From an optimization exercise on the open Yosys and OpenROAD flow, aimed at small area, a short achievable clock period and few clock cycles; shortcuts taken in it are not production practice.
Function was checked by simulation only, so behaviour that the tests miss may differ from the original.
Power is estimated from default activity; no workload was simulated.

--- flow/config.mk ---
export PLATFORM = sky130hd
export DESIGN_NAME = script_lexer_tokenizer_unit
export DESIGN_NICKNAME = script_lexer_tokenizer_unit
export VERILOG_FILES = /design/flow/design.v
export SDC_FILE = /design/flow/constraint.sdc
export NUM_CORES = 4
export LEC_CHECK = 0
export ABC_AREA = 1
export CAP_MARGIN = 20
export CORE_MARGIN = 2
export CORE_UTILIZATION = 40
export PLACE_DENSITY = 0.75
export SLEW_MARGIN = 20
--- flow/constraint.sdc ---
create_clock -name core_clock -period 11.0 [get_ports {i_clk}]
set_input_delay 2.2000 -clock core_clock [delete_from_list [all_inputs] [get_ports {i_clk}]]
set_output_delay 2.2000 -clock core_clock [all_outputs]
set_load 0.01 [all_outputs]
--- flow/design.v ---
    localparam [19:0] POS_CAP  = 20'hFFFFF;
    localparam [15:0] LINE_CAP = 16'hFFFF;
    localparam [5:0] K_LPAREN  = 6'd0;
    localparam [5:0] K_RPAREN  = 6'd1;
    localparam [5:0] K_LBRACE  = 6'd2;
    localparam [5:0] K_RBRACE  = 6'd3;
    localparam [5:0] K_COMMA   = 6'd4;
    localparam [5:0] K_DOT     = 6'd5;
    localparam [5:0] K_MINUS   = 6'd6;
    localparam [5:0] K_PLUS    = 6'd7;
    localparam [5:0] K_SEMI    = 6'd8;
    localparam [5:0] K_SLASH   = 6'd9;
    localparam [5:0] K_STAR    = 6'd10;
    localparam [5:0] K_BANG    = 6'd11;
    localparam [5:0] K_EQUAL   = 6'd13;
    localparam [5:0] K_GREATER = 6'd15;
    localparam [5:0] K_LESS    = 6'd17;
    localparam [5:0] K_IDENT   = 6'd19;
    localparam [5:0] K_STRING  = 6'd20;
    localparam [5:0] K_NUMBER  = 6'd21;
    localparam [5:0] K_KW_BASE = 6'd22;
    localparam [5:0] K_END     = 6'd38;
    localparam [5:0] K_ERROR   = 6'd39;
    localparam [3:0] S_IDLE    = 4'd0;
    localparam [3:0] S_OP      = 4'd1;
    localparam [3:0] S_SLASH   = 4'd2;
    localparam [3:0] S_COMMENT = 4'd3;
    localparam [3:0] S_STR     = 4'd4;
    localparam [3:0] S_IDENT   = 4'd5;
    localparam [3:0] S_INT     = 4'd6;
    localparam [3:0] S_INTDOT  = 4'd7;
    localparam [3:0] S_FRAC    = 4'd8;
    function automatic is_digit(input [7:0] c);
        is_digit = (c >= 8'h30) && (c <= 8'h39);
    endfunction
    function automatic is_alpha(input [7:0] c);
        is_alpha = ((c >= 8'h61) && (c <= 8'h7A)) || ((c >= 8'h41) && (c <= 8'h5A)) ||
                   (c == 8'h5F);
    endfunction
    function automatic [5:0] paired_kind(input [5:0] k);
        case (k[2:0])
            3'd3:    paired_kind = 6'd12;
            3'd5:    paired_kind = 6'd14;
            3'd7:    paired_kind = 6'd16;
            default: paired_kind = 6'd18;
        endcase
    endfunction
    function automatic [5:0] single_kind(input [7:0] c);
        case (c)
            "(": single_kind = K_LPAREN;
            ")": single_kind = K_RPAREN;
            "{": single_kind = K_LBRACE;
            "}": single_kind = K_RBRACE;
            ",": single_kind = K_COMMA;
            ".": single_kind = K_DOT;
            "-": single_kind = K_MINUS;
            "+": single_kind = K_PLUS;
            ";": single_kind = K_SEMI;
            default: single_kind = K_STAR;
        endcase
    endfunction
    function automatic is_single(input [7:0] c);
        case (c)
            "(", ")", "{", "}", ",", ".", "-", "+", ";", "*": is_single = 1'b1;
            default: is_single = 1'b0;
        endcase
    endfunction
    function automatic [5:0] op_kind(input [7:0] c);
        case (c)
            "=":     op_kind = K_EQUAL;
            ">":     op_kind = K_GREATER;
            "<":     op_kind = K_LESS;
            default: op_kind = K_BANG;
        endcase
    endfunction
    localparam KW_W = 7;
    function automatic [6:0] kw_first(input [7:0] c);
        case (c)
            "a": kw_first = {3'd1, 4'd0};
            "c": kw_first = {3'd1, 4'd1};
            "e": kw_first = {3'd1, 4'd2};
            "f": kw_first = {3'd1, 4'd3};
            "i": kw_first = {3'd1, 4'd6};
            "n": kw_first = {3'd1, 4'd7};
            "o": kw_first = {3'd1, 4'd8};
            "p": kw_first = {3'd1, 4'd9};
            "r": kw_first = {3'd1, 4'd10};
            "s": kw_first = {3'd1, 4'd11};
            "t": kw_first = {3'd1, 4'd12};
            "v": kw_first = {3'd1, 4'd14};
            "w": kw_first = {3'd1, 4'd15};
            default: kw_first = 7'd0;
        endcase
    endfunction
    function automatic [6:0] kw_step(input [6:0] s, input [7:0] c);
        kw_step = 7'd0;
        case (s)
            {3'd1, 4'd0}: case (c)
                "n": kw_step = {3'd2, 4'd0};
                default: ;
            endcase
            {3'd2, 4'd0}: case (c)
                "d": kw_step = {3'd3, 4'd0};
                default: ;
            endcase
            {3'd1, 4'd1}: case (c)
                "l": kw_step = {3'd2, 4'd1};
                default: ;
            endcase
            {3'd2, 4'd1}: case (c)
                "a": kw_step = {3'd3, 4'd1};
                default: ;
            endcase
            {3'd3, 4'd1}: case (c)
                "s": kw_step = {3'd4, 4'd1};
                default: ;
            endcase
            {3'd4, 4'd1}: case (c)
                "s": kw_step = {3'd5, 4'd1};
                default: ;
            endcase
            {3'd1, 4'd2}: case (c)
                "l": kw_step = {3'd2, 4'd2};
                default: ;
            endcase
            {3'd2, 4'd2}: case (c)
                "s": kw_step = {3'd3, 4'd2};
                default: ;
            endcase
            {3'd3, 4'd2}: case (c)
                "e": kw_step = {3'd4, 4'd2};
                default: ;
            endcase
            {3'd1, 4'd3}: case (c)
                "a": kw_step = {3'd2, 4'd3};
                "o": kw_step = {3'd2, 4'd5};
                "u": kw_step = {3'd2, 4'd4};
                default: ;
            endcase
            {3'd2, 4'd3}: case (c)
                "l": kw_step = {3'd3, 4'd3};
                default: ;
            endcase
            {3'd3, 4'd3}: case (c)
                "s": kw_step = {3'd4, 4'd3};
                default: ;
            endcase
            {3'd4, 4'd3}: case (c)
                "e": kw_step = {3'd5, 4'd3};
                default: ;
            endcase
            {3'd2, 4'd4}: case (c)
                "n": kw_step = {3'd3, 4'd4};
                default: ;
            endcase
            {3'd2, 4'd5}: case (c)
                "r": kw_step = {3'd3, 4'd5};
                default: ;
            endcase
            {3'd1, 4'd6}: case (c)
                "f": kw_step = {3'd2, 4'd6};
                default: ;
            endcase
            {3'd1, 4'd7}: case (c)
                "i": kw_step = {3'd2, 4'd7};
                default: ;
            endcase
            {3'd2, 4'd7}: case (c)
                "l": kw_step = {3'd3, 4'd7};
                default: ;
            endcase
            {3'd1, 4'd8}: case (c)
                "r": kw_step = {3'd2, 4'd8};
                default: ;
            endcase
            {3'd1, 4'd9}: case (c)
                "r": kw_step = {3'd2, 4'd9};
                default: ;
            endcase
            {3'd2, 4'd9}: case (c)
                "i": kw_step = {3'd3, 4'd9};
                default: ;
            endcase
            {3'd3, 4'd9}: case (c)
                "n": kw_step = {3'd4, 4'd9};
                default: ;
            endcase
            {3'd4, 4'd9}: case (c)
                "t": kw_step = {3'd5, 4'd9};
                default: ;
            endcase
            {3'd1, 4'd10}: case (c)
                "e": kw_step = {3'd2, 4'd10};
                default: ;
            endcase
            {3'd2, 4'd10}: case (c)
                "t": kw_step = {3'd3, 4'd10};
                default: ;
            endcase
            {3'd3, 4'd10}: case (c)
                "u": kw_step = {3'd4, 4'd10};
                default: ;
            endcase
            {3'd4, 4'd10}: case (c)
                "r": kw_step = {3'd5, 4'd10};
                default: ;
            endcase
            {3'd5, 4'd10}: case (c)
                "n": kw_step = {3'd6, 4'd10};
                default: ;
            endcase
            {3'd1, 4'd11}: case (c)
                "u": kw_step = {3'd2, 4'd11};
                default: ;
            endcase
            {3'd2, 4'd11}: case (c)
                "p": kw_step = {3'd3, 4'd11};
                default: ;
            endcase
            {3'd3, 4'd11}: case (c)
                "e": kw_step = {3'd4, 4'd11};
                default: ;
            endcase
            {3'd4, 4'd11}: case (c)
                "r": kw_step = {3'd5, 4'd11};
                default: ;
            endcase
            {3'd1, 4'd12}: case (c)
                "h": kw_step = {3'd2, 4'd12};
                "r": kw_step = {3'd2, 4'd13};
                default: ;
            endcase
            {3'd2, 4'd12}: case (c)
                "i": kw_step = {3'd3, 4'd12};
                default: ;
            endcase
            {3'd3, 4'd12}: case (c)
                "s": kw_step = {3'd4, 4'd12};
                default: ;
            endcase
            {3'd2, 4'd13}: case (c)
                "u": kw_step = {3'd3, 4'd13};
                default: ;
            endcase
            {3'd3, 4'd13}: case (c)
                "e": kw_step = {3'd4, 4'd13};
                default: ;
            endcase
            {3'd1, 4'd14}: case (c)
                "a": kw_step = {3'd2, 4'd14};
                default: ;
            endcase
            {3'd2, 4'd14}: case (c)
                "r": kw_step = {3'd3, 4'd14};
                default: ;
            endcase
            {3'd1, 4'd15}: case (c)
                "h": kw_step = {3'd2, 4'd15};
                default: ;
            endcase
            {3'd2, 4'd15}: case (c)
                "i": kw_step = {3'd3, 4'd15};
                default: ;
            endcase
            {3'd3, 4'd15}: case (c)
                "l": kw_step = {3'd4, 4'd15};
                default: ;
            endcase
            {3'd4, 4'd15}: case (c)
                "e": kw_step = {3'd5, 4'd15};
                default: ;
            endcase
            default: ;
        endcase
    endfunction
    function automatic [5:0] kw_kind(input [6:0] s);
        case (s)
            {3'd3, 4'd0}: kw_kind = 6'd22;
            {3'd5, 4'd1}: kw_kind = 6'd23;
            {3'd4, 4'd2}: kw_kind = 6'd24;
            {3'd5, 4'd3}: kw_kind = 6'd25;
            {3'd3, 4'd4}: kw_kind = 6'd26;
            {3'd3, 4'd5}: kw_kind = 6'd27;
            {3'd2, 4'd6}: kw_kind = 6'd28;
            {3'd3, 4'd7}: kw_kind = 6'd29;
            {3'd2, 4'd8}: kw_kind = 6'd30;
            {3'd5, 4'd9}: kw_kind = 6'd31;
            {3'd6, 4'd10}: kw_kind = 6'd32;
            {3'd5, 4'd11}: kw_kind = 6'd33;
            {3'd4, 4'd12}: kw_kind = 6'd34;
            {3'd4, 4'd13}: kw_kind = 6'd35;
            {3'd3, 4'd14}: kw_kind = 6'd36;
            {3'd5, 4'd15}: kw_kind = 6'd37;
            default: kw_kind = 6'd19;
        endcase
    endfunction
`timescale 1ns / 1ps
module script_lexer_tokenizer_unit (
    input  logic        i_clk,
    input  logic        i_rst_n,
    input  logic        i_byte_valid,
    output logic        o_byte_ready,
    input  logic [7:0]  i_byte_ch,
    input  logic        i_byte_final,
    output logic        o_tok_valid,
    input  logic        i_tok_ready,
    output logic [5:0]  o_tok_kind,
    output logic [19:0] o_tok_start,
    output logic [19:0] o_tok_len,
    output logic [15:0] o_tok_line,
    output logic [15:0] o_tok_col,
    output logic [7:0]  o_tok_bad,
    output logic        o_tok_last
);
    localparam [19:0] POS_CAP  = 20'hFFFFF;
    localparam [15:0] LINE_CAP = 16'hFFFF;
    localparam [5:0] K_LPAREN  = 6'd0;
    localparam [5:0] K_RPAREN  = 6'd1;
    localparam [5:0] K_LBRACE  = 6'd2;
    localparam [5:0] K_RBRACE  = 6'd3;
    localparam [5:0] K_COMMA   = 6'd4;
    localparam [5:0] K_DOT     = 6'd5;
    localparam [5:0] K_MINUS   = 6'd6;
    localparam [5:0] K_PLUS    = 6'd7;
    localparam [5:0] K_SEMI    = 6'd8;
    localparam [5:0] K_SLASH   = 6'd9;
    localparam [5:0] K_STAR    = 6'd10;
    localparam [5:0] K_BANG    = 6'd11;
    localparam [5:0] K_EQUAL   = 6'd13;
    localparam [5:0] K_GREATER = 6'd15;
    localparam [5:0] K_LESS    = 6'd17;
    localparam [5:0] K_IDENT   = 6'd19;
    localparam [5:0] K_STRING  = 6'd20;
    localparam [5:0] K_NUMBER  = 6'd21;
    localparam [5:0] K_KW_BASE = 6'd22;
    localparam [5:0] K_END     = 6'd38;
    localparam [5:0] K_ERROR   = 6'd39;
    localparam [3:0] S_IDLE    = 4'd0;
    localparam [3:0] S_OP      = 4'd1;
    localparam [3:0] S_SLASH   = 4'd2;
    localparam [3:0] S_COMMENT = 4'd3;
    localparam [3:0] S_STR     = 4'd4;
    localparam [3:0] S_IDENT   = 4'd5;
    localparam [3:0] S_INT     = 4'd6;
    localparam [3:0] S_INTDOT  = 4'd7;
    localparam [3:0] S_FRAC    = 4'd8;
    function automatic is_digit(input [7:0] c);
        is_digit = (c >= 8'h30) && (c <= 8'h39);
    endfunction
    function automatic is_alpha(input [7:0] c);
        is_alpha = ((c >= 8'h61) && (c <= 8'h7A)) || ((c >= 8'h41) && (c <= 8'h5A)) ||
                   (c == 8'h5F);
    endfunction
    function automatic [5:0] paired_kind(input [5:0] k);
        case (k[2:0])
            3'd3:    paired_kind = 6'd12;
            3'd5:    paired_kind = 6'd14;
            3'd7:    paired_kind = 6'd16;
            default: paired_kind = 6'd18;
        endcase
    endfunction
    function automatic [5:0] single_kind(input [7:0] c);
        case (c)
            "(": single_kind = K_LPAREN;
            ")": single_kind = K_RPAREN;
            "{": single_kind = K_LBRACE;
            "}": single_kind = K_RBRACE;
            ",": single_kind = K_COMMA;
            ".": single_kind = K_DOT;
            "-": single_kind = K_MINUS;
            "+": single_kind = K_PLUS;
            ";": single_kind = K_SEMI;
            default: single_kind = K_STAR;
        endcase
    endfunction
    function automatic is_single(input [7:0] c);
        case (c)
            "(", ")", "{", "}", ",", ".", "-", "+", ";", "*": is_single = 1'b1;
            default: is_single = 1'b0;
        endcase
    endfunction
    function automatic [5:0] op_kind(input [7:0] c);
        case (c)
            "=":     op_kind = K_EQUAL;
            ">":     op_kind = K_GREATER;
            "<":     op_kind = K_LESS;
            default: op_kind = K_BANG;
        endcase
    endfunction
    localparam KW_W = 7;
    function automatic [6:0] kw_first(input [7:0] c);
        case (c)
            "a": kw_first = {3'd1, 4'd0};
            "c": kw_first = {3'd1, 4'd1};
            "e": kw_first = {3'd1, 4'd2};
            "f": kw_first = {3'd1, 4'd3};
            "i": kw_first = {3'd1, 4'd6};
            "n": kw_first = {3'd1, 4'd7};
            "o": kw_first = {3'd1, 4'd8};
            "p": kw_first = {3'd1, 4'd9};
            "r": kw_first = {3'd1, 4'd10};
            "s": kw_first = {3'd1, 4'd11};
            "t": kw_first = {3'd1, 4'd12};
            "v": kw_first = {3'd1, 4'd14};
            "w": kw_first = {3'd1, 4'd15};
            default: kw_first = 7'd0;
        endcase
    endfunction
    function automatic [6:0] kw_step(input [6:0] s, input [7:0] c);
        kw_step = 7'd0;
        case (s)
            {3'd1, 4'd0}: case (c)
                "n": kw_step = {3'd2, 4'd0};
                default: ;
            endcase
            {3'd2, 4'd0}: case (c)
                "d": kw_step = {3'd3, 4'd0};
                default: ;
            endcase
            {3'd1, 4'd1}: case (c)
                "l": kw_step = {3'd2, 4'd1};
                default: ;
            endcase
            {3'd2, 4'd1}: case (c)
                "a": kw_step = {3'd3, 4'd1};
                default: ;
            endcase
            {3'd3, 4'd1}: case (c)
                "s": kw_step = {3'd4, 4'd1};
                default: ;
            endcase
            {3'd4, 4'd1}: case (c)
                "s": kw_step = {3'd5, 4'd1};
                default: ;
            endcase
            {3'd1, 4'd2}: case (c)
                "l": kw_step = {3'd2, 4'd2};
                default: ;
            endcase
            {3'd2, 4'd2}: case (c)
                "s": kw_step = {3'd3, 4'd2};
                default: ;
            endcase
            {3'd3, 4'd2}: case (c)
                "e": kw_step = {3'd4, 4'd2};
                default: ;
            endcase
            {3'd1, 4'd3}: case (c)
                "a": kw_step = {3'd2, 4'd3};
                "o": kw_step = {3'd2, 4'd5};
                "u": kw_step = {3'd2, 4'd4};
                default: ;
            endcase
            {3'd2, 4'd3}: case (c)
                "l": kw_step = {3'd3, 4'd3};
                default: ;
            endcase
            {3'd3, 4'd3}: case (c)
                "s": kw_step = {3'd4, 4'd3};
                default: ;
            endcase
            {3'd4, 4'd3}: case (c)
                "e": kw_step = {3'd5, 4'd3};
                default: ;
            endcase
            {3'd2, 4'd4}: case (c)
                "n": kw_step = {3'd3, 4'd4};
                default: ;
            endcase
            {3'd2, 4'd5}: case (c)
                "r": kw_step = {3'd3, 4'd5};
                default: ;
            endcase
            {3'd1, 4'd6}: case (c)
                "f": kw_step = {3'd2, 4'd6};
                default: ;
            endcase
            {3'd1, 4'd7}: case (c)
                "i": kw_step = {3'd2, 4'd7};
                default: ;
            endcase
            {3'd2, 4'd7}: case (c)
                "l": kw_step = {3'd3, 4'd7};
                default: ;
            endcase
            {3'd1, 4'd8}: case (c)
                "r": kw_step = {3'd2, 4'd8};
                default: ;
            endcase
            {3'd1, 4'd9}: case (c)
                "r": kw_step = {3'd2, 4'd9};
                default: ;
            endcase
            {3'd2, 4'd9}: case (c)
                "i": kw_step = {3'd3, 4'd9};
                default: ;
            endcase
            {3'd3, 4'd9}: case (c)
                "n": kw_step = {3'd4, 4'd9};
                default: ;
            endcase
            {3'd4, 4'd9}: case (c)
                "t": kw_step = {3'd5, 4'd9};
                default: ;
            endcase
            {3'd1, 4'd10}: case (c)
                "e": kw_step = {3'd2, 4'd10};
                default: ;
            endcase
            {3'd2, 4'd10}: case (c)
                "t": kw_step = {3'd3, 4'd10};
                default: ;
            endcase
            {3'd3, 4'd10}: case (c)
                "u": kw_step = {3'd4, 4'd10};
                default: ;
            endcase
            {3'd4, 4'd10}: case (c)
                "r": kw_step = {3'd5, 4'd10};
                default: ;
            endcase
            {3'd5, 4'd10}: case (c)
                "n": kw_step = {3'd6, 4'd10};
                default: ;
            endcase
            {3'd1, 4'd11}: case (c)
                "u": kw_step = {3'd2, 4'd11};
                default: ;
            endcase
            {3'd2, 4'd11}: case (c)
                "p": kw_step = {3'd3, 4'd11};
                default: ;
            endcase
            {3'd3, 4'd11}: case (c)
                "e": kw_step = {3'd4, 4'd11};
                default: ;
            endcase
            {3'd4, 4'd11}: case (c)
                "r": kw_step = {3'd5, 4'd11};
                default: ;
            endcase
            {3'd1, 4'd12}: case (c)
                "h": kw_step = {3'd2, 4'd12};
                "r": kw_step = {3'd2, 4'd13};
                default: ;
            endcase
            {3'd2, 4'd12}: case (c)
                "i": kw_step = {3'd3, 4'd12};
                default: ;
            endcase
            {3'd3, 4'd12}: case (c)
                "s": kw_step = {3'd4, 4'd12};
                default: ;
            endcase
            {3'd2, 4'd13}: case (c)
                "u": kw_step = {3'd3, 4'd13};
                default: ;
            endcase
            {3'd3, 4'd13}: case (c)
                "e": kw_step = {3'd4, 4'd13};
                default: ;
            endcase
            {3'd1, 4'd14}: case (c)
                "a": kw_step = {3'd2, 4'd14};
                default: ;
            endcase
            {3'd2, 4'd14}: case (c)
                "r": kw_step = {3'd3, 4'd14};
                default: ;
            endcase
            {3'd1, 4'd15}: case (c)
                "h": kw_step = {3'd2, 4'd15};
                default: ;
            endcase
            {3'd2, 4'd15}: case (c)
                "i": kw_step = {3'd3, 4'd15};
                default: ;
            endcase
            {3'd3, 4'd15}: case (c)
                "l": kw_step = {3'd4, 4'd15};
                default: ;
            endcase
            {3'd4, 4'd15}: case (c)
                "e": kw_step = {3'd5, 4'd15};
                default: ;
            endcase
            default: ;
        endcase
    endfunction
    function automatic [5:0] kw_kind(input [6:0] s);
        case (s)
            {3'd3, 4'd0}: kw_kind = 6'd22;
            {3'd5, 4'd1}: kw_kind = 6'd23;
            {3'd4, 4'd2}: kw_kind = 6'd24;
            {3'd5, 4'd3}: kw_kind = 6'd25;
            {3'd3, 4'd4}: kw_kind = 6'd26;
            {3'd3, 4'd5}: kw_kind = 6'd27;
            {3'd2, 4'd6}: kw_kind = 6'd28;
            {3'd3, 4'd7}: kw_kind = 6'd29;
            {3'd2, 4'd8}: kw_kind = 6'd30;
            {3'd5, 4'd9}: kw_kind = 6'd31;
            {3'd6, 4'd10}: kw_kind = 6'd32;
            {3'd5, 4'd11}: kw_kind = 6'd33;
            {3'd4, 4'd12}: kw_kind = 6'd34;
            {3'd4, 4'd13}: kw_kind = 6'd35;
            {3'd3, 4'd14}: kw_kind = 6'd36;
            {3'd5, 4'd15}: kw_kind = 6'd37;
            default: kw_kind = 6'd19;
        endcase
    endfunction
    logic        r_bv, r_fin;
    logic [7:0]  r_ch;
    logic        r_bvb, r_finb;
    logic [7:0]  r_chb;
    logic        r_vout, r_lout;
    logic [3:0]  r_mode, n_mode;
    logic        r_pend, n_pend;     
    logic        r_plast, n_plast;   
    logic        r_post, n_post;     
    logic        r_endp, n_endp;     
    logic [5:0]  r_kind, n_kind;
    logic [KW_W-1:0] r_trie, n_trie;
    logic [19:0] r_tb, r_len, r_pos;
    logic [15:0] r_line, r_col;
    logic        r_errh, n_errh;     
    logic        consume;
    wire [7:0] c        = r_ch;
    wire       c_dig    = is_digit(c);
    wire       c_alp    = is_alpha(c);
    wire       c_aln    = c_dig || c_alp;
    wire       c_single = is_single(c);
    wire       c_op     = (c == "!") || (c == "=") || (c == "<") || (c == ">");
    wire       c_slash  = (c == "/");
    wire       c_quote  = (c == "\"");
    wire       c_nl     = (c == 8'h0A);
    wire       c_ws     = (c == " ") || (c == 8'h0D) || (c == 8'h09);
    wire       c_eq     = (c == "=");
    wire       c_dot    = (c == ".");
    wire       c_err    = !(c_single || c_op || c_slash || c_quote || c_nl || c_ws || c_aln);
    wire        pos_sat  = &r_pos;
    wire        col_sat  = &r_col;
    wire        line_sat = &r_line;
    logic adv, len_adv, line_adv, tb_ld, len_ld, len_v, col_set1, clr;
    logic terminates, closable;
    always_comb begin
        terminates = 1'b0;
        closable   = 1'b1;
        case (r_mode)
            S_OP:     terminates = !c_eq;
            S_SLASH:  terminates = !c_slash;
            S_IDENT:  terminates = !c_aln;
            S_INT:    terminates = !c_dig && !c_dot;
            S_INTDOT: terminates = !c_dig;
            S_FRAC:   terminates = !c_dig;
            default:  closable = 1'b0;
        endcase
    end
    assign o_tok_valid = r_vout;
    assign o_tok_last  = r_lout;
    assign o_tok_kind  = r_kind;
    assign o_tok_start = r_tb;
    assign o_tok_len   = r_len;
    assign o_tok_line  = r_line;
    assign o_tok_col   = r_col;
    assign o_tok_bad   = r_errh ? r_ch : 8'd0;
    wire stall = r_vout && !i_tok_ready;
    always_comb begin
        logic do_idle, hold;
        n_mode = r_mode; n_pend = r_pend; n_plast = r_plast; n_post = r_post;
        n_endp = r_endp; n_kind = r_kind; n_trie = r_trie; n_errh = 1'b0;
        adv = 1'b0; len_adv = 1'b0; line_adv = 1'b0; tb_ld = 1'b0; len_ld = 1'b0;
        len_v = 1'b0; col_set1 = 1'b0; clr = 1'b0;
        consume = 1'b0; do_idle = 1'b0; hold = 1'b0;
        begin
            n_pend = 1'b0; n_plast = 1'b1;
            if (r_endp) begin
                n_endp = 1'b0; n_post = 1'b0; n_mode = S_IDLE;
                clr = 1'b1;
                consume = 1'b1;
            end else if (r_errh) begin
                if (r_fin) n_post = 1'b1;
                else consume = 1'b1;
            end else if (r_post) begin
                if (r_mode == S_INTDOT) begin
                    tb_ld = 1'b1; len_ld = 1'b1; len_v = 1'b1;  adv = 1'b1;
                    n_kind = K_DOT; n_pend = 1'b1; n_plast = 1'b0;
                    n_mode = S_IDLE;
                end else begin
                    tb_ld = 1'b1; len_ld = 1'b1; n_kind = K_END;
                    n_pend = 1'b1; n_plast = 1'b1; n_endp = 1'b1; n_mode = S_IDLE;
                end
            end else if (r_bv) begin
                case (r_mode)
                    S_OP: begin
                        if (c_eq) begin
                            adv = 1'b1; len_adv = 1'b1;
                            n_kind = paired_kind(r_kind); n_pend = 1'b1; n_mode = S_IDLE;
                        end else do_idle = 1'b1;
                    end
                    S_SLASH: begin
                        if (c_slash) begin
                            adv = 1'b1; len_adv = 1'b1; n_mode = S_COMMENT;
                        end else do_idle = 1'b1;
                    end
                    S_COMMENT: begin
                        if (!c_nl) begin
                            adv = 1'b1;
                        end else do_idle = 1'b1;
                    end
                    S_STR: begin
                        if (c_nl) line_adv = 1'b1;
                        adv = 1'b1; len_adv = 1'b1;
                        if (c_quote) begin
                            n_kind = K_STRING; n_pend = 1'b1; n_mode = S_IDLE;
                        end
                    end
                    S_IDENT: begin
                        if (c_aln) begin
                            n_trie = kw_step(r_trie, c); n_kind = kw_kind(n_trie);
                            adv = 1'b1; len_adv = 1'b1;
                        end else do_idle = 1'b1;
                    end
                    S_INT: begin
                        if (c_dig) begin
                            adv = 1'b1; len_adv = 1'b1;
                        end else if (c_dot) n_mode = S_INTDOT;
                        else do_idle = 1'b1;
                    end
                    S_FRAC: begin
                        if (c_dig) begin
                            adv = 1'b1; len_adv = 1'b1;
                        end else do_idle = 1'b1;
                    end
                    S_INTDOT: begin
                        hold = 1'b1;
                        if (c_dig) begin
                            adv = 1'b1; len_adv = 1'b1; n_mode = S_FRAC;
                        end else begin
                            tb_ld = 1'b1; len_ld = 1'b1; len_v = 1'b1;  adv = 1'b1;
                            n_kind = K_DOT; n_pend = 1'b1;
                            n_plast = !r_fin && !c_single && !c_err; n_mode = S_IDLE;
                        end
                    end
                    default: do_idle = 1'b1;
                endcase
                if (do_idle) begin
                    tb_ld = 1'b1; len_ld = 1'b1; len_v = !pos_sat; adv = 1'b1;
                    n_mode = S_IDLE;
                    if (c_single) begin
                        n_kind = single_kind(c); n_pend = 1'b1;
                    end else if (c_op) begin
                        n_kind = op_kind(c); n_mode = S_OP;
                    end else if (c_slash) begin
                        n_kind = K_SLASH; n_mode = S_SLASH;
                    end else if (c_quote) begin
                        n_kind = K_STRING; n_mode = S_STR;
                    end else if (c_nl) begin
                        col_set1 = 1'b1; line_adv = 1'b1;
                    end else if (c_dig) begin
                        n_kind = K_NUMBER; n_mode = S_INT;
                    end else if (c_alp) begin
                        n_trie = kw_first(c); n_kind = K_IDENT; n_mode = S_IDENT;
                    end else if (c_err) begin
                        n_kind = K_ERROR; len_v = 1'b1; n_pend = 1'b1; n_errh = 1'b1;
                        n_plast = !r_fin; hold = 1'b1;
                    end
                end
                if (!hold) begin
                    if (r_fin) begin
                        n_post = 1'b1; n_plast = 1'b0;
                    end else consume = 1'b1;
                end
            end
        end
    end
    wire [19:0] pos_i  = pos_sat ? r_pos : r_pos + 20'd1;
    wire [19:0] len_i  = pos_sat ? r_len : r_len + 20'd1;
    wire [15:0] col_i  = col_sat ? r_col : r_col + 16'd1;
    wire [15:0] line_i = line_sat ? r_line : r_line + 16'd1;
    wire [19:0] n_pos  = clr ? 20'd0 : adv ? pos_i : r_pos;
    wire [15:0] n_col  = clr ? 16'd0 : col_set1 ? 16'd1 : adv ? col_i : r_col;
    wire [15:0] n_line = clr ? 16'd1 : line_adv ? line_i : r_line;
    wire [19:0] n_len  = len_ld ? {19'd0, len_v} : len_adv ? len_i : r_len;
    wire accept = i_byte_valid && !r_bvb;
    wire a_free = !r_bv || consume;             
    wire q_free = stall ? !r_bv : a_free;
    function automatic term_of(input [3:0] m, input [7:0] ch);
        case (m)
            S_OP:     term_of = (ch != "=");
            S_SLASH:  term_of = (ch != "/");
            S_IDENT:  term_of = !(is_digit(ch) || is_alpha(ch));
            S_INT:    term_of = !is_digit(ch) && (ch != ".");
            S_INTDOT: term_of = !is_digit(ch);
            S_FRAC:   term_of = !is_digit(ch);
            default:  term_of = 1'b0;
        endcase
    endfunction
    function automatic tokbyte_of(input [7:0] ch);
        tokbyte_of = is_single(ch) ||
                     !(is_digit(ch) || is_alpha(ch) || (ch == "!") || (ch == "=") ||
                       (ch == "<") || (ch == ">") || (ch == "/") || (ch == "\"") ||
                       (ch == 8'h0A) || (ch == " ") || (ch == 8'h0D) || (ch == 8'h09));
    endfunction
    wire x_closable = (n_mode == S_OP) || (n_mode == S_SLASH) || (n_mode == S_IDENT) ||
                      (n_mode == S_INT) || (n_mode == S_INTDOT) || (n_mode == S_FRAC);
    wire x_close_b  = r_bvb && term_of(n_mode, r_chb);
    wire x_close_i  = accept && term_of(n_mode, i_byte_ch);
    wire x_close    = a_free && (r_bvb ? x_close_b : x_close_i);
    wire x_last_b   = !r_finb && !tokbyte_of(r_chb);
    wire x_last_i   = !i_byte_final && !tokbyte_of(i_byte_ch);
    wire x_last     = x_close && (n_mode != S_INTDOT) && (r_bvb ? x_last_b : x_last_i);
    assign o_byte_ready = !r_bvb;
    always_ff @(posedge i_clk) begin
        if (!i_rst_n) begin
            r_bv <= 1'b0; r_bvb <= 1'b0; r_vout <= 1'b0;
        end else begin
            if (q_free) r_bv <= r_bvb || accept;
            r_bvb <= !q_free && (r_bvb || accept);
            if (!stall) r_vout <= n_pend || x_close || (n_post && x_closable);
        end
    end
    always_ff @(posedge i_clk) begin
        if (q_free) begin
            r_ch  <= r_bvb ? r_chb : i_byte_ch;
            r_fin <= r_bvb ? r_finb : i_byte_final;
        end
        if (accept) begin
            r_chb  <= i_byte_ch;
            r_finb <= i_byte_final;
        end
        if (!stall) r_lout <= n_pend ? n_plast : x_last;
    end
    always_ff @(posedge i_clk) begin
        if (!i_rst_n) begin
            r_mode <= S_IDLE; r_pend <= 1'b0; r_errh <= 1'b0; r_post <= 1'b0; r_endp <= 1'b0;
            r_pos <= '0; r_line <= 16'd1; r_col <= '0;
        end else if (!stall) begin
            r_mode <= n_mode; r_pend <= n_pend; r_errh <= n_errh; r_post <= n_post; r_endp <= n_endp;
            r_pos <= n_pos; r_line <= n_line; r_col <= n_col;
        end
    end
    always_ff @(posedge i_clk) begin
        if (!stall) begin
            r_plast <= n_plast; r_kind <= n_kind; r_trie <= n_trie; r_len <= n_len;
            if (tb_ld) r_tb <= r_pos;
        end
    end
endmodule
--- flow/flow/run.sh ---
#!/bin/bash
# Standard layout (the standard.sh: ORFS synthesis to finish, same clock and
# constraints), with these changes to how the layout is made:
#  - the port buffers that ORFS inserts are plain buffers (buf_1) rather than the
#    delay cell ORFS picks by default; every port still gets its own buffer;
#  - ORFS's timing repair aims for more setup slack than the clock needs;
#  - clock tree: clkbuf_8 buffers, larger sink clusters, no dummy loads.
set -euo pipefail
export SETUP_SLACK_MARGIN=7.25
export BUFFER_PORTS_ARGS="-buffer_cell sky130_fd_sc_hd__buf_1"
export CTS_ARGS="-sink_clustering_enable -repair_clock_nets -buf_list sky130_fd_sc_hd__clkbuf_8 -sink_clustering_size 30 -sink_clustering_max_diameter 100 -dont_use_dummy_load"
bash standard.sh > standard_flow.log 2>&1
--- flow/standard.sh ---
#!/bin/bash
# synth_recipe.tcl (not shown) runs the flow's synth.tcl, then flattens the netlist and writes it again
# the make line also repeats each setting of config.mk as NAME=value (left out here)
make -C /OpenROAD-flow-scripts/flow DESIGN_CONFIG=/design/flow/config.mk WORK_HOME=/design/flow/orfs CLKGATE_MAP_FILE= SYNTH_SCRIPT=/design/flow/synth_recipe.tcl "${@:-finish}"
==> notes.md, run 1 <==
status=complete, no violations; via count=between 9000 and 10000; Post-Synth XOR/XNOR Area=0.00583; measured slew at the worst slew-check pin=1.05 ns; Crit path required time=approximately 11 ns; Final Cell Area=~10000 um2; unrepaired setup endpoints after global routing=true; Max Slew Vio Count=0; sequential-to-total area share from yosys stat=0.378; Die H=154 um; Critical Path AT=3.92 ns; Layout area overhead=10.7%; commonest cells after routing, fill and taps aside=nand2_1, inv_1, nor2_1; Placement Cell Area=between 9000 and 10000 um2; pin count of the biggest net entering global routing=28; Remaining DRCs=0; drt wl/cell=~16 um; vias in the first global route=8714; TNS Setup=0 ns; ys async rst share=0; CTS tree=yes; H-tree depth=4; adder-cell share of the synthesized area=0.00555; PwrDens=about 270 nW/um2; met1 GRT Util=0.304; DR pass1 iterations=5; Post-synth EDFFs=between 70 and 80; cts-stage hold buffer count=0; CTS max path bufs=2; Total GRT Usage=0.223; Mapped Area=approximately 9000 um2; Total Nets Final=about 1400; Peak VDD IR=approximately 0.13 mV; Max Fclk=274 MHz; initial antenna violation count=0; Final setup viols=0; Die Span X=around 150 um; Yosys reg bits=between 100 and 150; final hold vios=0; M2 GR Usage=0.354; clk slew on worst S/H paths=roughly 0.070 ns; Port-buffer cells=101; Syn Area/Cell=~6.9 um2; CP endpoint kind=flip-flop; maxcap violations=0; clk_skew=between 0.03 and 0.04 ns; DR iter-0 viols=between 800 and 900; Starting Density=0.410; clock period minus worst slack=between 3 and 4 ns; row cnt=54; placeable core area=roughly 22000 um2; startpoint types=primary input; Worst-Skew Late Latency=0.44 ns; drt via density=between 5 and 6; Max-slew headroom=0.300; mux contribution to synthesized area=0; fin crit share=0.331; CP max FO=6; ant diodes=0; Post-DP HPWL=between 20 and 25 mm; final WL=26.2 mm; Synth Area in Simple Gates=0.370; largest family of logic cells by synthesized area=simple AND/OR/NAND/NOR gates; Compound-Gate Fraction of Synth Area=0.147; total die area=between 20000 and 25000 um2; antenna-violating nets left=0; global-route wire length before repair=roughly 43 mm; leakage power=slightly above 4 nW; # IOs=around 100; met3 Use GR=0.0375; commonest non-fill, non-tap cell in the layout=nand2_1; Num CTS Buffers=17; global route overflow=0; Distinct cells, synth=57; grt peak-use layer=met2; Crit Path Class=primary input to flip-flop; ys flop type=edfxtp_1; Yosys warning total=1; GP Congestion=roughly 0.97; Min-Delay Path Class=flip-flop to flip-flop; layout cell share with drive strength beyond 1=0.0703; TritonCTS Sinks=approximately 130; Gate Count Post-Synth=approximately 1300; worst hold margin=approximately 0.47 ns; Post-Synthesis Net Count=between 1000 and 1500; root buf cell=clkbuf_8
-- routing by layer --
layer	vias up	wire length, um
li1	4618	-
met1	4362	12000
met2	375	11800
met3	59	1670
met4	0	721
met5	-	0
-- what timing repair did --
item	4_1_cts	5_1_grt
gates cloned	0	2
buffers inserted	0	2
endpoints found under the setup margin	63	38
pin swaps	0	1
resized for setup	5	6
-- logic make-up (layout without fill, tap and decap cells) --
| logic type | count (synthesis) | after routing |
|---|---|---|
| fa+ha+maj | 4 | 4 |
| buf+inv | 221 | 327 |
| compound gates | 222 | 222 |
| xor+xnor | 6 | 6 |
| simple gates | 715 | 715 |
| flops | 134 | 134 |
-- sequential cells by signal, summed over array words and instances (netlist names), 4 cells and up --
signal and cells:
r_ch 8, r_chb 8, r_col 16, r_kind 6
r_len 20, r_line 16, r_mode 4, r_pos 20
r_tb 20, r_trie 7
-- area by class of cell --
type	instances	area, um2
repair inverters	2	15.0
inverters	205	774
repair buffers	103	394
well taps	280	350
multi-input cells	947	4800
clock buffers	17	234
flip-flops and latches	134	3410
fillers	2237	12000
-- power by group --
part	internal (mW)	switching [mW]	total, mW
clock	0.136	0.162	0.297
combinational	0.417	1.05	1.47
sequential	0.788	0.167	0.955
-- path summary, 6_finish.rpt --
| check | slack [ns] | end | start | cells after the start |
|---|---|---|---|---|
| setup reg to reg | 7.39 | r_len[3] | r_ch[0] | 10 |
| hold / removal | 0.47 | r_tb[6] | r_pos[6] | 0 |
| setup / recovery | 7.36 | r_lout | i_byte_ch[1] | 11 |
| hold reg to reg | 0.47 | r_tb[6] | r_pos[6] | 0 |
-- through the flow --
stage,util,setup WS [ns],power [mW],instances
6_report,0.454,7.36,2.72,1688
5_1_grt,0.454,7.20,2.95,1688
4_1_cts,0.452,7.27,2.71,1684
3_5_place_dp,0.441,5.79,2.41,1667
3_3_place_gp,0.441,5.90,2.38,1667
2_1_floorplan,-,7.30,1.99,1302
-- synthesized netlist by cell type (8+ instances only) --
master / number / share of area
clkbuf_1: 10 / 0.0042
a21oi_1: 82 / 0.046
inv_2: 13 / 0.0054
dfxtp_1: 62 / 0.14
inv_1: 188 / 0.078
nand4_1: 36 / 0.025
nand2_1: 272 / 0.11
nor3_1: 66 / 0.037
nand3_1: 88 / 0.049
o211ai_1: 14 / 0.012
nand2_2: 12 / 0.0083
nor2_1: 175 / 0.073
o21ai_0: 68 / 0.038
nor2_2: 8 / 0.0056
edfxtp_1: 72 / 0.24
nor4_1: 17 / 0.012
-- worst max-delay path, stage by stage --
cell and delay (ns):
buf_1 0.20, inv_1 0.15, nor2_1 0.16, nand3_1 0.09
a2111oi_0 0.54, a21oi_1 0.08, nand4_1 0.10, nand2_1 0.07
nand2_1 0.06, o2111ai_1 0.13, o21ai_2 0.15
Testbench counts, summed over its fixed seeds: cycles 22,580.
==> inputs of run 2 (changes only) <==
--- a/flow/flow/run.sh
+++ b/flow/flow/run.sh
@@ -7,5 +7,5 @@
 #  - clock tree: clkbuf_8 buffers, larger sink clusters, no dummy loads.
 set -euo pipefail
-export SETUP_SLACK_MARGIN=7.25
+export SETUP_SLACK_MARGIN=7.7
 export BUFFER_PORTS_ARGS="-buffer_cell sky130_fd_sc_hd__buf_1"
 export CTS_ARGS="-sink_clustering_enable -repair_clock_nets -buf_list sky130_fd_sc_hd__clkbuf_8 -sink_clustering_size 30 -sink_clustering_max_diameter 100 -dont_use_dummy_load"
==> notes.md, run 2 <==
Setup crit start=r_ch[1]; Die Span X=~150 um; Min-Delay Path Class=flip-flop to flip-flop; row cnt=54; antenna-violating nets left=0; leakage power=~4.7 nW; Total Nets Final=1486; Starting Density=0.410; startpoint types=flip-flop; layout cell share with drive strength beyond 1=0.160; clock period minus worst slack=between 3 and 4 ns; final hold vios=0; sequential power share=0.304; cts-stage hold buffer count=0; largest registers=r_len x20, r_pos x20, r_tb x20; PwrDens=281 nW/um2; TritonCTS Sinks=roughly 130; P_int=between 1.5 and 2 mW; sw power=~1.5 mW; HP Start=r_pos[7]; Total GRT Usage=0.227; clk slew on worst S/H paths=0.07 ns; switching part of the total=0.488; crit-path cells=nand2_1, inv_1, buf_2; Num CTS Buffers=17; fin crit share=0.304; drt wl/cell=~16 um; Layout area overhead=21.0%; Distinct cells, synth=57; largest cells by area after synthesis=edfxtp_1, dfxtp_1, nand2_1, inv_1, nor2_1; Peak VDD IR=approximately 0.15 mV; Gate Count Post-Synth=around 1300; root buf cell=clkbuf_8; Final setup viols=0; vias in the first global route=8787; clk_skew=slightly above 0.02 ns; placed cell count=between 1500 and 2000; pre-CTS WS=approximately 6.8 ns; CTS max path bufs=2; status=complete, no violations; critical path endpoint=o_tok_bad[1]; CP endpoint kind=primary output; Max-slew headroom=0.436; Remaining DRCs=0; post-synth top area share=0.240; global route overflow=0; H-tree depth=4; drt via density=approximately 5.6; Port-buffer cells=just over 100; CP max FO=6; Crit Path Class=flip-flop to primary output; via count=9710; Yosys reg bits=134; DR iter-0 viols=approximately 860; DR pass1 iterations=6; Max Slew Vio Count=0; Worst path depth=3; Clock Power Share=0.097; final total power=just over 3 mW; Syn Area/Cell=about 7 um2; Critical Path AT=1.15 ns; Post-Synthesis Net Count=1319; combinational power share=0.599; Largest stage delay, worst path=about 0.48 ns; Post-DP HPWL=20.6 mm; Max Fclk=between 200 and 300 MHz; top cells by count, synth=nand2_1, inv_1, nor2_1; ys async rst share=0; # IOs=102; unrepaired setup endpoints after global routing=true; Critical-path top delay cell=edfxtp_1; Yosys top cell by area=edfxtp_1; Placement Cell Area=around 9800 um2; TNS Setup=0 ns; R2R depth=14; filler cell count=2135; ys flop type=edfxtp_1; Die H=154 um; CTS tree=yes; total die area=~24000 um2; FF-to-FF setup slack=between 7 and 8 ns; Worst-Skew Late Latency=roughly 0.43 ns; Final Cell Area=~11000 um2; maxcap violations=0; final setup margin=~7.7 ns; Post-synth EDFFs=between 70 and 80; Crit path required time=8.80 ns; most frequent cell after synthesis=nand2_1; Non-Filler Instances=1747; ant diodes=0; commonest cells after routing, fill and taps aside=nand2_1, inv_1, nor2_1; crit-path leading delay family=flip-flops; sequential-to-total area share from yosys stat=0.378; final core utilization=0.496; pin count of the biggest net entering global routing=22; Yosys warning total=1; measured slew at the worst slew-check pin=around 0.84 ns; global-route wire length before repair=44.1 mm; worst hold margin=~0.46 ns; worst reg2reg path startpoint=r_ch[0]; commonest non-fill, non-tap cell in the layout=nand2_1; Mapped Area=around 9000 um2; GP Congestion=around 1; final WL=approximately 28 mm; initial antenna violation count=0; Crit Reg-Reg Endpoint=r_len[19]; Buffers & Inverters on Critical Path=2; placeable core area=approximately 22000 um2
## run 2: cell type report
type	instances	area [um2]	share of cell area
Timing Repair Buffer	162	923	0.0847
Multi-Input combinational cell	948	5180	0.475
Clock buffer	17	234	0.0215
Timing Repair inverter	1	6.26	0.000574
Tap cell	280	350	0.0321
Sequential cell	134	3420	0.313
Inverter	205	791	0.0726
## run 2: repair_timing
item | in CTS | in global routing
gates resized for setup | 33 | 78
setup buffers | 20 | 40
pin swaps | 13 | 24
cloned | 2 | 0
setup endpoints to repair | 81 | 109
## run 2: cells by family after synthesis
group                    after synthesis  share of synthesized area
XOR/XNOR                               6                    0.00583
flip-flops                           134                      0.378
adder cells (fa/ha/maj)                4                    0.00556
buffers and inverters                221                     0.0936
AND/OR/NAND/NOR                      715                      0.370
AO/OA/AOI/OAI                        222                      0.147
## run 2: metal layers
| layer | up-vias | global-route usage | wire length (um) |
|---|---|---|---|
| met3 | 56 | 0.0386 | 1870 |
| met5 | - | 0 | 0 |
| met1 | 4510 | 0.308 | 12300 |
| met4 | 0 | 0.0810 | 712 |
| met2 | 400 | 0.365 | 13000 |
| li1 | 4744 | - | - |
## run 2: power by group through the flow
stage          clock [mW]  sequential (mW)  combinational [mW]
6_report            0.298            0.932                1.83
3_3_place_gp            0            0.957                1.43
5_1_grt             0.322            0.954                2.02
2_1_floorplan           0            0.950                1.05
3_5_place_dp            0            0.962                1.45
4_1_cts             0.303            0.934                1.58
## run 2: how the worst min path moves through the flow
stage	end	slack [ns]	cells past startpoint
after floorplan	r_tb[7]	0.43	0
after global placement	r_tb[7]	0.45	0
after detailed placement	r_tb[8]	0.45	0
after CTS	r_tb[7]	0.46	0
after global routing	r_tb[12]	0.48	0
final	r_tb[7]	0.46	0
==> inputs of run 3 (changes only) <==
--- a/flow/flow/run.sh
+++ b/flow/flow/run.sh
@@ -7,5 +7,5 @@
 #  - clock tree: clkbuf_8 buffers, larger sink clusters, no dummy loads.
 set -euo pipefail
-export SETUP_SLACK_MARGIN=7.7
+export SETUP_SLACK_MARGIN=7.62
 export BUFFER_PORTS_ARGS="-buffer_cell sky130_fd_sc_hd__buf_1"
 export CTS_ARGS="-sink_clustering_enable -repair_clock_nets -buf_list sky130_fd_sc_hd__clkbuf_8 -sink_clustering_size 30 -sink_clustering_max_diameter 100 -dont_use_dummy_load"
==> notes.md, run 3 <==
Remaining DRCs=0; Max Slew Vio Count=0; top cells by count, synth=nand2_1, inv_1, nor2_1; # IOs=between 100 and 150; commonest cells after routing, fill and taps aside=nand2_1, inv_1, nor2_1; Mapped Area=roughly 9000 um2; startpoint types=flip-flop; Yosys warning total=1; Post-synth EDFFs=72; CP max FO=6; Port-buffer cells=101; commonest non-fill, non-tap cell in the layout=nand2_1; drt via density=between 5 and 6; CTS max path bufs=2; drt wl/cell=16.0 um; final WL=approximately 28 mm; largest cells by area after synthesis=edfxtp_1, dfxtp_1, nand2_1, inv_1, nor2_1; Max Fclk=around 300 MHz; GP Congestion=~0.96; Final setup viols=0; PwrDens=roughly 280 nW/um2; Total Nets Final=1463; cts-stage hold buffer count=0; Non-Filler Instances=approximately 1700; TNS Setup=0 ns; H-tree depth=4; CTS tree=yes; Final Cell Area=approximately 11000 um2; final total power=a little under 3 mW; Die H=roughly 150 um; placed cell count=1667; clock period minus worst slack=between 3 and 4 ns; vias in the first global route=a little under 9000; status=complete, no violations; unrepaired setup endpoints after global routing=true; Worst-Skew Late Latency=roughly 0.45 ns; root buf cell=clkbuf_8; DR pass1 iterations=6; Post-Synthesis Net Count=roughly 1300; measured slew at the worst slew-check pin=0.964 ns; Max-slew headroom=0.355; Gate Count Post-Synth=around 1300; Yosys reg bits=134; fin crit share=0.308; Crit Path Class=flip-flop to primary output; worst hold margin=roughly 0.45 ns; ys flop type=edfxtp_1; global-route wire length before repair=approximately 45 mm; final hold vios=0; post-synth top area share=0.240; Critical Path AT=between 1 and 1.5 ns; Syn Area/Cell=between 6 and 7 um2; Min-Delay Path Class=flip-flop to flip-flop; placeable core area=between 20000 and 25000 um2; Num CTS Buffers=17; TritonCTS Sinks=between 100 and 150; Starting Density=0.410; layout cell share with drive strength beyond 1=0.130; Peak VDD IR=0.151 mV; ys async rst share=0; Post-DP HPWL=between 20 and 25 mm; sequential-to-total area share from yosys stat=0.378; ant diodes=0; Die Span X=approximately 150 um; most frequent cell after synthesis=nand2_1; row cnt=between 50 and 60; leakage power=between 4 and 5 nW; total die area=around 24000 um2; Total GRT Usage=0.229; initial antenna violation count=0; clk slew on worst S/H paths=approximately 0.090 ns; antenna-violating nets left=0; largest registers=r_len x20, r_pos x20, r_tb x20; CP endpoint kind=primary output; Crit path required time=8.80 ns; maxcap violations=0; pin count of the biggest net entering global routing=21; Yosys top cell by area=edfxtp_1; Layout area overhead=17.3%; Distinct cells, synth=57; DR iter-0 viols=between 800 and 900; Placement Cell Area=between 9000 and 10000 um2; clk_skew=0.0309 ns; global route overflow=0; via count=approximately 9600
## run 3: cell counts after synthesis
No cell type changed its count.
## run 3: critical path, stage by stage (launching register included)
cell      delay, ns
edfxtp_1       0.49
nand2_1        0.10
inv_1          0.04
buf_2          0.13
## run 3: final cells by class
cell class	count	area (um2)
Sequential cell	134	3410
Timing Repair Buffer	136	683
Clock buffer	17	234
Multi-Input combinational cell	948	5080
Inverter	205	783
Tap cell	280	350
Fill cell	2175	11400
Timing Repair inverter	4	25.0
## run 3: final timing paths
| check | start | end | slack, ns | depth (start not counted) |
|---|---|---|---|---|
| setup reg to reg | r_ch[0] | r_fin | 7.83 | 19 |
| hold reg to reg | r_pos[19] | r_tb[19] | 0.45 | 0 |
| setup / recovery | r_ch[1] | o_tok_bad[1] | 7.61 | 3 |
| hold / removal | r_pos[19] | r_tb[19] | 0.45 | 0 |
## run 3: cells by family (layout without fill, tap and decap cells)
| group | Yosys count | count (layout) | share of synthesized area |
|---|---|---|---|
| buf+inv | 221 | 362 | 0.0936 |
| compound gates | 222 | 223 | 0.147 |
| flops | 134 | 134 | 0.378 |
| fa+ha+maj | 4 | 4 | 0.00556 |
| xor+xnor | 6 | 6 | 0.00583 |
| simple gates | 715 | 715 | 0.370 |
## run 3: timing repair
action / 4_1_cts / 5_1_grt
resized for setup: 27 / 62
pin swaps: 5 / 14
endpoints found under the setup margin: 76 / 83
cloned: 3 / 2
buffers inserted: 13 / 22
## run 3: per-layer routing
metal / part of all wire / routed length [um] / track usage / up-vias
li1: - / - / - / 4694
met1: 0.44 / 12200 / 0.313 / 4478
met2: 0.47 / 12800 / 0.375 / 408
met3: 0.066 / 1820 / 0.0344 / 63
met4: 0.024 / 670 / 0.0699 / 0
met5: 0 / 0 / 0 / -
## run 3: power by group
group / internal [mW] / switching, mW
Sequential: 0.786 / 0.153
Combinational: 0.557 / 1.16
Clock: 0.136 / 0.166
## run 3: metrics by stage
stage	setup WS [ns]	utilization
finish	7.61	0.481
global route	7.55	0.481
CTS	7.55	0.463
detailed placement	6.53	0.442
global placement	6.64	0.442
floorplan	7.48	-
==> inputs of run 4 (changes only) <==
--- a/flow/flow/run.sh
+++ b/flow/flow/run.sh
@@ -7,5 +7,5 @@
 #  - clock tree: clkbuf_8 buffers, larger sink clusters, no dummy loads.
 set -euo pipefail
-export SETUP_SLACK_MARGIN=7.62
+export SETUP_SLACK_MARGIN=7.4
 export BUFFER_PORTS_ARGS="-buffer_cell sky130_fd_sc_hd__buf_1"
 export CTS_ARGS="-sink_clustering_enable -repair_clock_nets -buf_list sky130_fd_sc_hd__clkbuf_8 -sink_clustering_size 30 -sink_clustering_max_diameter 100 -dont_use_dummy_load"
==> notes.md, run 4 <==
CP max FO=20; Total Nets Final=~1400; drt wl/cell=between 15 and 20 um; DR pass1 iterations=5; via count=between 9000 and 10000; pin count of the biggest net entering global routing=22; leakage power=~4.1 nW; Max Fclk=283 MHz; Worst-Skew Late Latency=between 0.4 and 0.5 ns; CP endpoint kind=flip-flop; status=complete, no violations; top cells by count, synth=nand2_1, inv_1, nor2_1; Die Span X=~150 um; post-synth top area share=0.240; Crit Path Class=primary input to flip-flop; most frequent cell after synthesis=nand2_1; vias in the first global route=8523; Distinct cells, synth=57; final WL=around 26 mm; Critical-path top delay cell=o32ai_4; crit-path leading delay family=compound AO/OA/AOI/OAI gates; GP Congestion=0.980; Total GRT Usage=0.221; final core utilization=0.456; ys async rst share=0; placeable core area=around 22000 um2; Final setup viols=0; Yosys reg bits=134; unrepaired setup endpoints after global routing=true; Layout area overhead=11.1%; CTS tree=yes; DR iter-0 viols=between 800 and 900; global route overflow=0; Critical Path AT=3.58 ns; Crit path required time=11.05 ns; largest registers=r_len x20, r_pos x20, r_tb x20; Die H=between 150 and 200 um; total die area=around 24000 um2; Yosys warning total=1; fin crit share=0.321; row cnt=54; Remaining DRCs=0; Port-buffer cells=a little over 100; Gate Count Post-Synth=1302; ant diodes=0; clock period minus worst slack=~3.5 ns; Yosys top cell by area=edfxtp_1; sequential-to-total area share from yosys stat=0.378; Min-Delay Path Class=flip-flop to flip-flop; ys flop type=edfxtp_1; Post-DP HPWL=between 20 and 25 mm; measured slew at the worst slew-check pin=roughly 1.0 ns; global-route wire length before repair=about 43 mm; Max Slew Vio Count=0; startpoint types=primary input; Num CTS Buffers=17; Largest stage delay, worst path=0.86 ns; Max-slew headroom=0.318; initial antenna violation count=0; drt via density=between 5 and 6; final hold vios=0; Syn Area/Cell=~7 um2; antenna-violating nets left=0; Mapped Area=around 9000 um2; TritonCTS Sinks=around 130; commonest cells after routing, fill and taps aside=nand2_1, inv_1, nor2_1; root buf cell=clkbuf_8; clk slew on worst S/H paths=~0.080 ns; CTS max path bufs=2; crit-path cells=buf_1, nor2_4, nor2_1, nand3_1, o32ai_4; Starting Density=0.410; layout cell share with drive strength beyond 1=0.0745; Post-synth EDFFs=just over 70; commonest non-fill, non-tap cell in the layout=nand2_1; Buffers & Inverters on Critical Path=1; Peak VDD IR=around 0.14 mV; placed cell count=~1700; TNS Setup=0 ns; maxcap violations=0; Post-Synthesis Net Count=between 1000 and 1500; Non-Filler Instances=about 1700; cts-stage hold buffer count=0; clk_skew=0.0314 ns; largest cells by area after synthesis=edfxtp_1, dfxtp_1, nand2_1, inv_1, nor2_1; H-tree depth=4; # IOs=around 100; PwrDens=~270 nW/um2
## run 4: layout make-up
cell class	instances	area (um2)
Inverter	205	774
Fill cell	2226	12000
Timing Repair Buffer	103	395
Sequential cell	134	3410
Multi-Input combinational cell	947	4830
Clock buffer	17	234
Timing Repair inverter	3	17.5
Tap cell	280	350
## run 4: per-layer routing
layer / part of all wire / vias to the layer above / track usage
li1: - / 4608 / -
met2: 0.46 / 367 / 0.356
met4: 0.024 / 0 / 0.0761
met5: 0 / - / 0
met3: 0.065 / 49 / 0.0378
met1: 0.45 / 4251 / 0.300
## run 4: metrics by stage
step / power [mW] / worst slack, ns / hold WS (ns) / instance area (um2)
2_1_floorplan: 1.99 / 7.46 / 0.430 / 9030
3_3_place_gp: 2.38 / 6.45 / 0.452 / 9690
3_5_place_dp: 2.40 / 6.32 / 0.448 / 9690
4_1_cts: 2.71 / 7.40 / 0.454 / 9950
5_1_grt: 2.96 / 7.33 / 0.479 / 10000
6_report: 2.73 / 7.46 / 0.448 / 10000
## run 4: final timing paths
check              startpoint  endpoint  cells past startpoint  slack (ns)
hold / removal      r_pos[19]  r_tb[19]                      0        0.45
setup reg to reg      r_ch[7]  r_len[3]                      9        7.63
hold reg to reg     r_pos[19]  r_tb[19]                      0        0.45
setup / recovery  i_tok_ready  r_len[3]                      5        7.46
## run 4: repair_timing
item | 4_1_cts | 5_1_grt
setup endpoints to repair | 75 | 56
pin swaps | 1 | 1
buffers inserted | 0 | 2
resized for setup | 7 | 10
endpoints found under the hold margin | 0 | 0
cloned | 1 | 2
## run 4: power by group
part | leakage, nW | internal (mW) | switching (mW)
Combinational | 2.80 | 0.420 | 1.05
Clock | 0.122 | 0.136 | 0.161
Sequential | 1.20 | 0.789 | 0.172
## run 4: cells by family (layout without fill, tap and decap cells)
family | Yosys count | in the layout | synth area share
simple gates | 715 | 715 | 0.370
compound gates | 222 | 222 | 0.147
buf+inv | 221 | 328 | 0.0936
flops | 134 | 134 | 0.378
xor+xnor | 6 | 6 | 0.00583
fa+ha+maj | 4 | 4 | 0.00556
==> inputs of run 5 (changes only) <==
--- a/flow/flow/run.sh
+++ b/flow/flow/run.sh
@@ -7,5 +7,5 @@
 #  - clock tree: clkbuf_8 buffers, larger sink clusters, no dummy loads.
 set -euo pipefail
-export SETUP_SLACK_MARGIN=7.4
+export SETUP_SLACK_MARGIN=7.55
 export BUFFER_PORTS_ARGS="-buffer_cell sky130_fd_sc_hd__buf_1"
 export CTS_ARGS="-sink_clustering_enable -repair_clock_nets -buf_list sky130_fd_sc_hd__clkbuf_8 -sink_clustering_size 30 -sink_clustering_max_diameter 100 -dont_use_dummy_load"
--- a/flow/config.mk
+++ b/flow/config.mk
@@ -10,4 +10,5 @@
 export CORE_MARGIN = 2
 export CORE_UTILIZATION = 40
+export GPL_TIMING_DRIVEN = 0
 export PLACE_DENSITY = 0.75
 export SLEW_MARGIN = 20
==> notes.md, run 5 <==
Yosys top cell by area=edfxtp_1; worst hold margin=0.464 ns; filler cell count=approximately 2200; H-tree depth=4; measured slew at the worst slew-check pin=about 1.2 ns; CTS tree=yes; Gate Count Post-Synth=between 1000 and 1500; DR pass1 iterations=6; placed cell count=around 1700; antenna-violating nets left=0; row cnt=between 50 and 60; drt via density=5.55; commonest non-fill, non-tap cell in the layout=nand2_1; ant diodes=0; Distinct cells, synth=57; sw power=about 1.4 mW; Placement Cell Area=approximately 10000 um2; Starting Density=0.410; clk slew on worst S/H paths=0.08 ns; Syn Area/Cell=6.92 um2; vias in the first global route=just under 9000; PwrDens=between 200 and 300 nW/um2; switching part of the total=0.503; TNS Setup=0 ns; Compound-Gate Fraction of Synth Area=0.147; root buf cell=clkbuf_8; Synth Area in Simple Gates=0.370; ys flop type=edfxtp_1; Post-DP HPWL=20.4 mm; fin crit share=0.313; Non-Filler Instances=between 1500 and 2000; Crit Path Class=flip-flop to primary output; area of the multi-input gates=4940 um2; CP endpoint kind=primary output; Layout area overhead=14.6%; adder-cell share of the synthesized area=0.00555; Clock Power Share=0.105; commonest cells after routing, fill and taps aside=nand2_1, inv_1, nor2_1; Post-synth EDFFs=between 70 and 80; Num CTS Buffers=17; Total Nets Final=~1400; placeable core area=22000 um2; global route overflow=0; Die Span X=about 150 um; drt wl/cell=around 16 um; Max-slew headroom=0.161; pin count of the biggest net entering global routing=21; sequential power share=0.328; CTS max path bufs=2; Port-buffer cells=101; largest cells by area after synthesis=edfxtp_1, dfxtp_1, nand2_1, inv_1, nor2_1; ys async rst share=0; Post-Synth XOR/XNOR Area=0.00583; Peak VDD IR=0.136 mV; Worst-Skew Late Latency=approximately 0.45 ns; Crit path required time=roughly 8.8 ns; mux contribution to synthesized area=0; GP Congestion=0.989; DR iter-0 viols=between 800 and 900; combinational power share=0.567; Die H=between 150 and 200 um; total die area=between 20000 and 25000 um2; via count=9484; unrepaired setup endpoints after global routing=true; startpoint types=flip-flop; Yosys reg bits=134; top cells by count, synth=nand2_1, inv_1, nor2_1; Min-Delay Path Class=flip-flop to flip-flop; Critical Path AT=1.24 ns; largest registers=r_len x20, r_pos x20, r_tb x20; status=complete, no violations; largest family of logic cells by synthesized area=simple AND/OR/NAND/NOR gates; Yosys warning total=1; Total GRT Usage=0.219; CP max FO=5; final hold vios=0; initial antenna violation count=0; most frequent cell after synthesis=nand2_1; maxcap violations=0; clock period minus worst slack=around 3.4 ns; layout cell share with drive strength beyond 1=0.106; leakage power=between 4 and 5 nW; Post-Synthesis Net Count=1319; final WL=26.5 mm; Reg area=approximately 3400 um2; TritonCTS Sinks=between 100 and 150; global-route wire length before repair=between 40 and 50 mm; # IOs=about 100; sequential-to-total area share from yosys stat=0.378; clk_skew=0.0287 ns; Max Slew Vio Count=0; Remaining DRCs=0; Max Fclk=around 290 MHz; post-synth top area share=0.240; Final Cell Area=between 10000 and 15000 um2; Final setup viols=0; P_int=approximately 1.4 mW; Mapped Area=between 9000 and 10000 um2
## run 5: area by class of cell
class	count	area share
Sequential cell	134	0.330
Buffer	16	0.0108
Timing Repair Buffer	109	0.0497
Multi-Input combinational cell	948	0.478
Tap cell	280	0.0339
Inverter	205	0.0749
Clock buffer	17	0.0227
## run 5: worst max-delay path, cell delays in order, from the launching register on
cell and delay [ns]:
dfxtp_2 0.32, buf_8 0.12, clkbuf_16 0.16, nand2_2 0.06, inv_2 0.04, buf_6 0.11
## run 5: repair_timing
item	4_1_cts	5_1_grt
cloned	1	1
pin swaps	1	2
setup buffers	3	4
hold buffers	0	0
endpoints found under the setup margin	69	71
gates resized for setup	37	40
## run 5: final timing paths
kind	startpoint	to	slack (ns)	depth (start not counted)
worst max-delay path	r_errh	o_tok_bad[6]	7.56	5
worst min-delay path	r_pos[6]	r_tb[6]	0.46	0
worst min register to register	r_pos[6]	r_tb[6]	0.46	0
worst max register to register	r_ch[0]	r_kind[0]	7.81	17
## run 5: stage by stage
| step | util | power, mW | setup WS [ns] |
|---|---|---|---|
| floorplan | - | 2.00 | 7.48 |
| global placement | 0.445 | 2.41 | 6.81 |
| detailed placement | 0.445 | 2.43 | 6.83 |
| CTS | 0.462 | 2.78 | 7.47 |
| global route | 0.470 | 3.07 | 7.48 |
| finish | 0.470 | 2.85 | 7.56 |
## run 5: cell families after synthesis
kind of cell	after synthesis
buffers and inverters	221
adders and majority gates	4
and+or+nand+nor	715
AOI/OAI and AO/OA	222
DFF	134
xor gates and xnor gates	6
## run 5: layer usage
metal  vias up  routed length (um)  track usage
met5         -                   0            0
li1       4656                   -            -
met2       414               12000        0.355
met4         0                 841       0.0899
met1      4348               11700        0.289
met3        66                1920       0.0386
## run 5: power by group through the flow
stage	registers, mW	logic [mW]	clock network [mW]
2_1_floorplan	0.951	1.04	0
3_3_place_gp	0.935	1.47	0
3_5_place_dp	0.940	1.49	0
4_1_cts	0.933	1.54	0.308
5_1_grt	0.959	1.79	0.325
6_report	0.933	1.61	0.299
==> inputs of run 6 (changes only) <==
--- a/flow/config.mk
+++ b/flow/config.mk
@@ -10,5 +10,4 @@
 export CORE_MARGIN = 2
 export CORE_UTILIZATION = 40
-export GPL_TIMING_DRIVEN = 0
 export PLACE_DENSITY = 0.75
 export SLEW_MARGIN = 20
==> notes.md, run 6 <==
Largest stage delay, worst path=0.31 ns; final setup margin=between 7 and 8 ns; measured slew at the worst slew-check pin=0.999 ns; commonest non-fill, non-tap cell in the layout=nand2_1; GP Congestion=0.975; Post-Synthesis Net Count=~1300; CP endpoint kind=flip-flop; pre-CTS WS=around 6.6 ns; Worst-Skew Late Latency=around 0.44 ns; combinational power share=0.565; TNS Setup=0 ns; top cells by count, synth=nand2_1, inv_1, nor2_1; sequential power share=0.330; sequential-to-total area share from yosys stat=0.378; pin count of the biggest net entering global routing=22; CTS max path bufs=2; Total Nets Final=~1400; commonest cells after routing, fill and taps aside=nand2_1, inv_1, nor2_1; Yosys top cell by area=edfxtp_1; # IOs=just over 100; global-route wire length before repair=42.9 mm; row cnt=between 50 and 60; largest cells by area after synthesis=edfxtp_1, dfxtp_1, nand2_1, inv_1, nor2_1; drt wl/cell=between 15 and 20 um; final core utilization=0.470; DR pass1 iterations=6; global route overflow=0; clock period minus worst slack=about 3.4 ns; via count=about 9400; TritonCTS Sinks=~130; Max Slew Vio Count=0; P_int=1.42 mW; Post-DP HPWL=20.1 mm; ys async rst share=0; Gate Count Post-Synth=~1300; vias in the first global route=8599; Num CTS Buffers=17; total die area=about 24000 um2; placeable core area=around 22000 um2; antenna-violating nets left=0; crit-path cells=clkbuf_2, nor2_4, buf_6, nor3_2, o2111ai_2, nand2_2, buf_4, nand2_2, o21ai_0, a2bb2oi_1; Yosys reg bits=~130; Clock Power Share=0.105; Syn Area/Cell=about 6.9 um2; PwrDens=277 nW/um2; maxcap violations=0; ys flop type=edfxtp_1; DR iter-0 viols=a little over 900; root buf cell=clkbuf_8; unrepaired setup endpoints after global routing=true; Critical Path AT=between 3 and 4 ns; Starting Density=0.410; sw power=approximately 1.4 mW; largest registers=r_len x20, r_pos x20, r_tb x20; ant diodes=0; layout cell share with drive strength beyond 1=0.105; Crit path required time=11.31 ns; Total GRT Usage=0.221; filler cell count=between 2000 and 2500; Final setup viols=0; Die Span X=154 um; switching part of the total=0.503; post-synth top area share=0.240; CTS tree=yes; Critical-path top delay cell=o21ai_0; startpoint types=primary input; fin crit share=0.308; drt via density=5.54; clk slew on worst S/H paths=roughly 0.080 ns; Remaining DRCs=0; initial antenna violation count=0; H-tree depth=4; Peak VDD IR=approximately 0.17 mV; Crit Path Class=primary input to flip-flop; most frequent cell after synthesis=nand2_1; final WL=around 27 mm; Distinct cells, synth=57; final hold vios=0; CP max FO=7; leakage power=approximately 4.3 nW; clk_skew=0.0260 ns; Post-synth EDFFs=just over 70; status=complete, no violations; CP dominant cell by count=nand2_2; Die H=around 150 um; Min-Delay Path Class=flip-flop to flip-flop; Mapped Area=9010 um2; Yosys warning total=1; Max-slew headroom=0.332; Layout area overhead=14.5%; Max Fclk=between 200 and 300 MHz; Port-buffer cells=101
run 6: cell counts after synthesis:
Identical to the previous run, type by type.
run 6: worst paths after layout:
check / startpoint / end / slack, ns / cells after the start
worst min-delay path: r_pos[12] / r_tb[12] / 0.46 / 0
worst max-delay path: i_tok_ready / r_line[8] / 7.61 / 10
worst min register to register: r_pos[12] / r_tb[12] / 0.46 / 0
worst max register to register: r_ch[1] / r_len[19] / 7.73 / 12
run 6: repair_timing:
item,4_1_cts,5_1_grt
resized for setup,17,43
endpoints found under the setup margin,65,70
pin swaps,2,7
hold buffers,0,0
buffers inserted,7,11
gates cloned,3,0
run 6: metrics by stage:
| step | std cells | hold slack (ns) | total power, mW | cell area [um2] |
|---|---|---|---|---|
| after global placement | 1667 | 0.442 | 2.37 | 9700 |
| final | 1705 | 0.461 | 2.86 | 10300 |
| after floorplan | 1302 | 0.430 | 2.00 | 9040 |
| after detailed placement | 1667 | 0.440 | 2.40 | 9700 |
| after global routing | 1705 | 0.487 | 3.09 | 10300 |
| after CTS | 1694 | 0.459 | 2.77 | 10100 |
run 6: final cells by class:
cell class	instances	area (um2)	share of cell area
multi-input combinational	948	4980	0.483
sequential	134	3410	0.331
inverter	205	778	0.0754
timing repair buffer	119	547	0.0530
tap	280	350	0.0339
clock buffer	17	234	0.0227
timing repair inverter	2	15.0	0.00145
run 6: worst max-delay path: cells and delay by family:
kind                   cells  cell delay, ns
and+or+nand+nor            4            0.51
AOI/OAI and AO/OA          3            0.59
buffers and inverters      3            0.40
run 6: power groups by stage:
stage	sequential (mW)	clock (mW)	combinational [mW]
2_1_floorplan	0.951	0	1.04
3_3_place_gp	0.955	0	1.42
3_5_place_dp	0.963	0	1.44
4_1_cts	0.951	0.310	1.51
5_1_grt	0.970	0.327	1.79
6_report	0.946	0.301	1.62
run 6: cell families (layout without fill, tap and decap cells):
family	after synthesis	after routing	share of synthesized area
XOR/XNOR	6	6	0.00583
flip-flops	134	134	0.378
AND/OR/NAND/NOR	715	715	0.370
adder cells (fa/ha/maj)	4	4	0.00556
buffers and inverters	221	343	0.0936
AO/OA/AOI/OAI	222	223	0.147
run 6: per-layer routing:
layer	up-vias	global-route usage	routed length (um)
met1	4299	0.304	12000
met2	430	0.350	12200
met3	51	0.0397	2070
li1	4666	-	-
met5	-	0	0
met4	0	0.0770	580

Setup slack of run 6, layout unchanged: 7.607 ns with ideal ports, 7.592 ns with driving cells assumed (clock clkbuf_16, inputs buf_2), 7.157 ns with port delays also shifted by the 0.464 ns mid clock arrival.
